From an optimization exercise on the open Yosys and OpenROAD flow, aimed at small area and a short achievable clock period; shortcuts taken in it are not production practice.
Function was checked by simulation only, so behaviour that the tests miss may differ from the original.
The flow treats the clock pin as an ideal source, which a real chip does not have.
No activity file was given, so power comes from the tool's default toggle rates.

## gp_regs_mp
module gp_regs_mp
#(
  parameter int DATA_W  = DEF_DATA_W,
  parameter int REG_NUM = 16,
  parameter int IDX_W   = DEF_IDX_W,
  parameter int NUM_RD  = 2,
  parameter int NUM_WR  = 2,
  parameter int LANE_W  = DEF_LANE_W,
  parameter int ZERO_R0 = 0,
  localparam int NL     = DATA_W / LANE_W
) (
  input  logic                     clk,
  input  logic                     rst_n,
  input  logic [NUM_WR-1:0]        wr_en_i,
  input  logic [NUM_WR*IDX_W-1:0]  wr_idx_i,
  input  logic [NUM_WR*DATA_W-1:0] wr_data_i,
  input  logic [NUM_WR*NL-1:0]     wr_lane_i,
  input  logic [NUM_WR-1:0]        wr_rel_i,
  input  logic [NUM_RD-1:0]        rd_en_i,
  input  logic [NUM_RD*IDX_W-1:0]  rd_idx_i,
  output logic [NUM_RD*DATA_W-1:0] rd_data_o,
  output logic [NUM_RD-1:0]        rd_busy_o,
  input  logic                     rsv_en_i,
  input  logic [IDX_W-1:0]         rsv_idx_i,
  output logic [REG_NUM-1:0]       busy_o
);
Size: about 2900 cells after synthesis, roughly 180 I/O pins.
Settings: LEC_CHECK=0, CAP_MARGIN=10, CELL_PAD_IN_SITES_DETAIL_PLACEMENT=1, CELL_PAD_IN_SITES_GLOBAL_PLACEMENT=1, CORE_MARGIN=2, CORE_UTILIZATION=35, PLACE_DENSITY=0.5, SETUP_SLACK_MARGIN=2.0, SLEW_MARGIN=10, SYNTH_HIERARCHICAL=1; clock period 4.0 ns.
standard.sh (not shown) runs the stock make flow with config.mk's settings and CLKGATE_MAP_FILE= SYNTH_SCRIPT=/design/flow/synth_recipe.tcl, a recipe that flattens the netlist after the stock synthesis.
==> flow/flow/run.sh <==
#!/bin/bash
# Standard ORFS layout with smaller port buffers, a clock tree of clkbuf_8
# without dummy loads, free cell-footprint choice in timing repair, and an
# extra gate-sizing pass after CTS (flow/post_cts.tcl).
set -euo pipefail
export BUFFER_PORTS_ARGS="-buffer_cell sky130_fd_sc_hd__buf_2"
export CTS_ARGS="-sink_clustering_enable -repair_clock_nets -dont_use_dummy_load -buf_list {sky130_fd_sc_hd__clkbuf_8}"
export POST_CTS_TCL="$(pwd)/flow/post_cts.tcl"
bash standard.sh MATCH_CELL_FOOTPRINT=0 finish > standard.log 2>&1
==> flow/flow/post_cts.tcl <==
log_cmd estimate_parasitics -placement
log_cmd repair_timing -setup -setup_margin 2.2 -sequence "sizeup,swap" -verbose
log_cmd detailed_placement
log_cmd estimate_parasitics -placement
The first run went through all stages and came out clean.
Edit:
==> flow/flow/post_cts.tcl (replaced) <==
log_cmd estimate_parasitics -placement
log_cmd repair_timing -setup -setup_margin 2.0 -sequence "sizeup,swap" -verbose
log_cmd detailed_placement
log_cmd estimate_parasitics -placement
- SETUP_SLACK_MARGIN: 2.0 -> 1.8
Outcome:
- The changed run finished with timing, DRC and antenna clean
- area after synthesis is unchanged
- final cell count came out lower by about 2.6%
- final area came out lower by 4.8%
- count of clock-buffer cells in the layout came out lower by 1
- synthesized cell count is unchanged
- combinational power came out lower by about 10%
- global-route usage came out lower by 1.3 points
- setup slack gains 0.077 ns
- flip-flop and latch count is unchanged
- total power came out lower by 2.4%
- routed wire length came out lower by 3.9%
Edit:
==> flow/flow/run.sh (replaced) <==
#!/bin/bash
# Standard ORFS layout with smaller port buffers, a clock tree of clkbuf_8
# without dummy loads, and free cell-footprint choice in timing repair.
set -euo pipefail
export BUFFER_PORTS_ARGS="-buffer_cell sky130_fd_sc_hd__buf_2"
export CTS_ARGS="-sink_clustering_enable -repair_clock_nets -dont_use_dummy_load -buf_list {sky130_fd_sc_hd__clkbuf_8}"
bash standard.sh MATCH_CELL_FOOTPRINT=0 finish > standard.log 2>&1
removed: flow/flow/post_cts.tcl
What happened:
- critical path depth is unchanged
- wire length barely changes
- synthesized area is unchanged
- first-iteration DRC count decreases by 1.1%
Edit:
==> flow/flow/run.sh (replaced) <==
#!/bin/bash
# Standard ORFS layout with smaller port buffers, a clock tree of clkbuf_8
# with larger sink clusters
# without dummy loads, free cell-footprint choice in timing repair, and an
# extra gate-sizing pass after CTS (flow/post_cts.tcl).
set -euo pipefail
export BUFFER_PORTS_ARGS="-buffer_cell sky130_fd_sc_hd__buf_2"
export CTS_ARGS="-sink_clustering_enable -repair_clock_nets -dont_use_dummy_load -buf_list {sky130_fd_sc_hd__clkbuf_8} -sink_clustering_size 15 -sink_clustering_max_diameter 60"
export POST_CTS_TCL="$(pwd)/flow/post_cts.tcl"
bash standard.sh MATCH_CELL_FOOTPRINT=0 finish > standard.log 2>&1
==> flow/flow/post_cts.tcl (new file) <==
log_cmd estimate_parasitics -placement
log_cmd repair_timing -setup -setup_margin 2.0 -sequence "sizeup,swap" -verbose
log_cmd detailed_placement
log_cmd estimate_parasitics -placement
After rerunning:
- worst setup slack loses 0.034 ns
- die area is unchanged
- global-route usage hardly moves
- maximum frequency came out lower slightly
- clock power went down by about a fifth
- critical path depth grows by 1
- count of clock-buffer cells in the layout decreases by 43
- wire length went down slightly
- total power drops by a few percent
- utilization shrinks by 0.33 points
- clock skew stays flat
Edit:
==> flow/flow/run.sh (replaced) <==
#!/bin/bash
# Standard ORFS layout with smaller port buffers, a clock tree of clkbuf_8
# without dummy loads, free cell-footprint choice in timing repair, and an
# extra gate-sizing pass after CTS (flow/post_cts.tcl).
set -euo pipefail
export BUFFER_PORTS_ARGS="-buffer_cell sky130_fd_sc_hd__buf_2"
export CTS_ARGS="-sink_clustering_enable -repair_clock_nets -dont_use_dummy_load -buf_list {sky130_fd_sc_hd__clkbuf_8}"
export POST_CTS_TCL="$(pwd)/flow/post_cts.tcl"
bash standard.sh MATCH_CELL_FOOTPRINT=0 finish > standard.log 2>&1
- CORE_UTILIZATION: 35 -> 40
- PLACE_DENSITY: 0.5 -> 0.55
Outcome: Global-route usage rises by 4.7 points. Die area falls by 12%. Count of clock-buffer cells in the layout came out higher by 39. Power climbs by 6.5%. Core utilization goes up by 6.3 points. Maximum frequency goes down by 1.6%. Setup slack got worse by 0.038 ns.

==> separate check: timing with driven ports <==
The results above use ideal ports. As a check the final layouts listed here were re-extracted and re-timed, cells and wires unchanged. Step 1, drivers: a clkbuf_16 drives clk and a buf_2 each remaining input, both assumed. Step 2 adds t to the input delays and takes it off the output delays; t is the mean of the earliest and latest rising clock arrival at the registers after step 1. Input paths then give back, and output paths get back, about the clock's delay inside the block. a / b / c = ideal / step 1 / step 2; a / b = the first two.
run	t (ns)	setup slack, ns	worst slew at a driven data input, ns
the first run	0.801	1.648 / 1.600 / 0.799	0.17
the second run	0.806	1.725 / 1.702 / 0.896	0.13
the third run	0.799	1.685 / 1.656 / 0.857	0.15
the fourth run	0.734	1.651 / 1.628 / 0.893	0.14
the fifth run	0.789	1.613 / 1.545 / 0.755	0.14
After both steps every run listed still meets setup and hold. The setup slack of the fifth run, which loses most, moves by -0.068 ns with the drivers and by -0.858 ns with both steps.
